Context: an optimization exercise on an open-source flow, tuned for small area and a short achievable clock period. The choices shown serve that exercise and are no tape-out recipe.
The RTL was checked by simulation tests, not by an equivalence proof against the original design.
Power figures rest on the tool's default switching activity, not on a simulated workload.

// chess_movegen_top
module chess_movegen_top (
    input  logic       clk,
    input  logic       rst_n,
    input  logic [7:0] addr,
    input  logic [7:0] data_in,
    output logic [7:0] data_out
);
    logic       rst_q;
    logic [3:0] op_q;
    logic [5:0] sq_q;
    logic [3:0] pl_q;
    always_ff @(posedge clk) begin
        rst_q <= !rst_n;
        op_q  <= addr[7:4];
        sq_q  <= {addr[1:0], data_in[7:4]};
        pl_q  <= data_in[3:0];
    end
    logic is_set, is_get, is_sen, is_eall, is_find, victim;
    assign is_set  = !rst_q && (op_q == 4'b1011);
    assign is_get  = !rst_q && (op_q == 4'b0101);
    assign is_sen  = !rst_q && (op_q == 4'b1101);
    assign is_eall = !rst_q && (op_q == 4'b1100);
    assign is_find = !rst_q && (op_q[3:1] == 3'b111);
    assign victim  = !op_q[0];
    logic [7:0] row, col;
    logic [63:0] sel;
    assign row = 8'd1 << sq_q[5:3];
    assign col = 8'd1 << sq_q[2:0];
    for (genvar i = 0; i < 64; i++) begin : g_sel
        assign sel[i] = row[i/8] && col[i%8];
    end
    logic op_src, op_get;
    assign op_src = (op_q == 4'b1111);
    assign op_get = (op_q == 4'b0101);
    logic [255:0] board;
    logic [63:0]  en;
    localparam logic [47:0] ENC = {3'd2, 3'd1, 3'd0, 3'd7, 3'd6, 3'd5, 3'd4, 3'd3, 3'd2, 3'd4, 3'd0, 3'd1, 3'd3, 3'd5, 3'd6, 3'd7};
    localparam logic [47:0] DEC = {3'd4, 3'd3, 3'd2, 3'd1, 3'd0, 3'd7, 3'd6, 3'd5, 3'd0, 3'd1, 3'd2, 3'd6, 3'd3, 3'd7, 3'd4, 3'd5};
    logic [2:0] enc_q, dec_rd;
    logic [3:0] rd_code;
    always_comb begin
        enc_q  = 3'd0;
        dec_rd = 3'd0;
        for (int k = 0; k < 16; k++) begin
            enc_q  = enc_q  | (ENC[3*k +: 3] & {3{pl_q == 4'(k)}});
  ...
clock: 80.0 ns
lec_check: 0
abc_area: 1
cap_margin: 20
core_margin: 2
core_utilization: 45
cts_buf_list: sky130_fd_sc_hd__clkbuf_16
cts_cluster_diameter: 100
cts_cluster_size: 20
place_density: 0.6
slew_margin: 20
standard.sh (not shown) runs the stock make flow with config.mk's settings and CLKGATE_MAP_FILE= SYNTH_SCRIPT=/design/flow/synth_recipe.tcl, a recipe that flattens the netlist after the stock synthesis.
==> flow/flow/run.sh <==
#!/bin/bash
# Standard ORFS layout (the standard.sh) with two changes:
#  - synthesis maps the logic with an area-oriented ABC script
#    (flow/abc_area.script) in place of ORFS's; everything else in
#    synthesis, including the register mapping and naming, is unchanged
#  - the port buffers that ORFS inserts are plain buf_2 cells
set -euo pipefail
rm -rf scripts_own
cp -r "$FLOW_HOME/scripts" scripts_own
cp flow/abc_area.script scripts_own/abc_area.script
export BUFFER_PORTS_ARGS="-buffer_cell sky130_fd_sc_hd__buf_2"
bash standard.sh SCRIPTS_DIR="$PWD/scripts_own" finish > flow.log 2>&1
==> flow/flow/abc_area.script <==
strash
dch -f
amap
mfs2
strash
dch -f
amap
topo
dnsize -c
The starting point finished clean.
Change:
==> flow/flow/run.sh (replaced) <==
#!/bin/bash
# Standard ORFS layout (the standard.sh) with three changes:
#  - synthesis maps the logic with an area-oriented ABC script
#    (flow/abc_area.script) in place of ORFS's; everything else in
#    synthesis, including the register mapping and naming, is unchanged
#  - the port buffers that ORFS inserts are plain buf_2 cells
#  - clock tree: clkbuf_16 buffers on clusters of at most 20 sinks,
#    without dummy balancing loads
set -euo pipefail
rm -rf scripts_own
cp -r "$FLOW_HOME/scripts" scripts_own
cp flow/abc_area.script scripts_own/abc_area.script
export BUFFER_PORTS_ARGS="-buffer_cell sky130_fd_sc_hd__buf_2"
export CTS_ARGS="-sink_clustering_enable -repair_clock_nets -sink_clustering_size 20 -sink_clustering_max_diameter 100 -buf_list sky130_fd_sc_hd__clkbuf_16 -dont_use_dummy_load"
bash standard.sh SCRIPTS_DIR="$PWD/scripts_own" finish > flow.log 2>&1
==> flow/config.mk (replaced) <==
export PLATFORM = sky130hd
export DESIGN_NAME = chess_movegen_top
export DESIGN_NICKNAME = chess_movegen_top
export VERILOG_FILES = /design/flow/design.v
export SDC_FILE = /design/flow/constraint.sdc
export NUM_CORES = 4
export LEC_CHECK = 0
export ABC_AREA = 1
export CAP_MARGIN = 10
export CORE_MARGIN = 2
export CORE_UTILIZATION = 55
export PLACE_DENSITY = 0.66
export SLEW_MARGIN = 10
Outcome: With this change the flow completed, yet does not pass: max-capacitance violations, max-slew violations. Synthesized area stays the same. Power drops by 5.0%. Clock-buffer cell count drops by 5. Clock skew climbs by 0.023 ns. Sequential power barely changes.

## separate check: timing with driven ports
Ports are ideal in the flow. The routed layouts listed here were re-timed in OpenROAD.
Step 1: set_driving_cell puts a clkbuf_16 on clk and a buf_2 on each other input, an assumption about the parent block.
Step 2, shift: input delay + t, output delay - t, t = (earliest + latest rising clock arrival at the registers) / 2. This alone moves slack from input paths to output paths.
Slacks: ideal ports / drivers / drivers and shift; pairs: ideal ports / drivers.
run | t, ns | setup WS [ns] | worst setup path at the end | clock arrival spread, ns
the first run | 0.673 | 62.863 / 62.798 / 63.213 | input to register | 0.024 / 0.024
the second run | 0.648 | 62.711 / 62.694 / 62.711 | register to register | 0.056 / 0.056
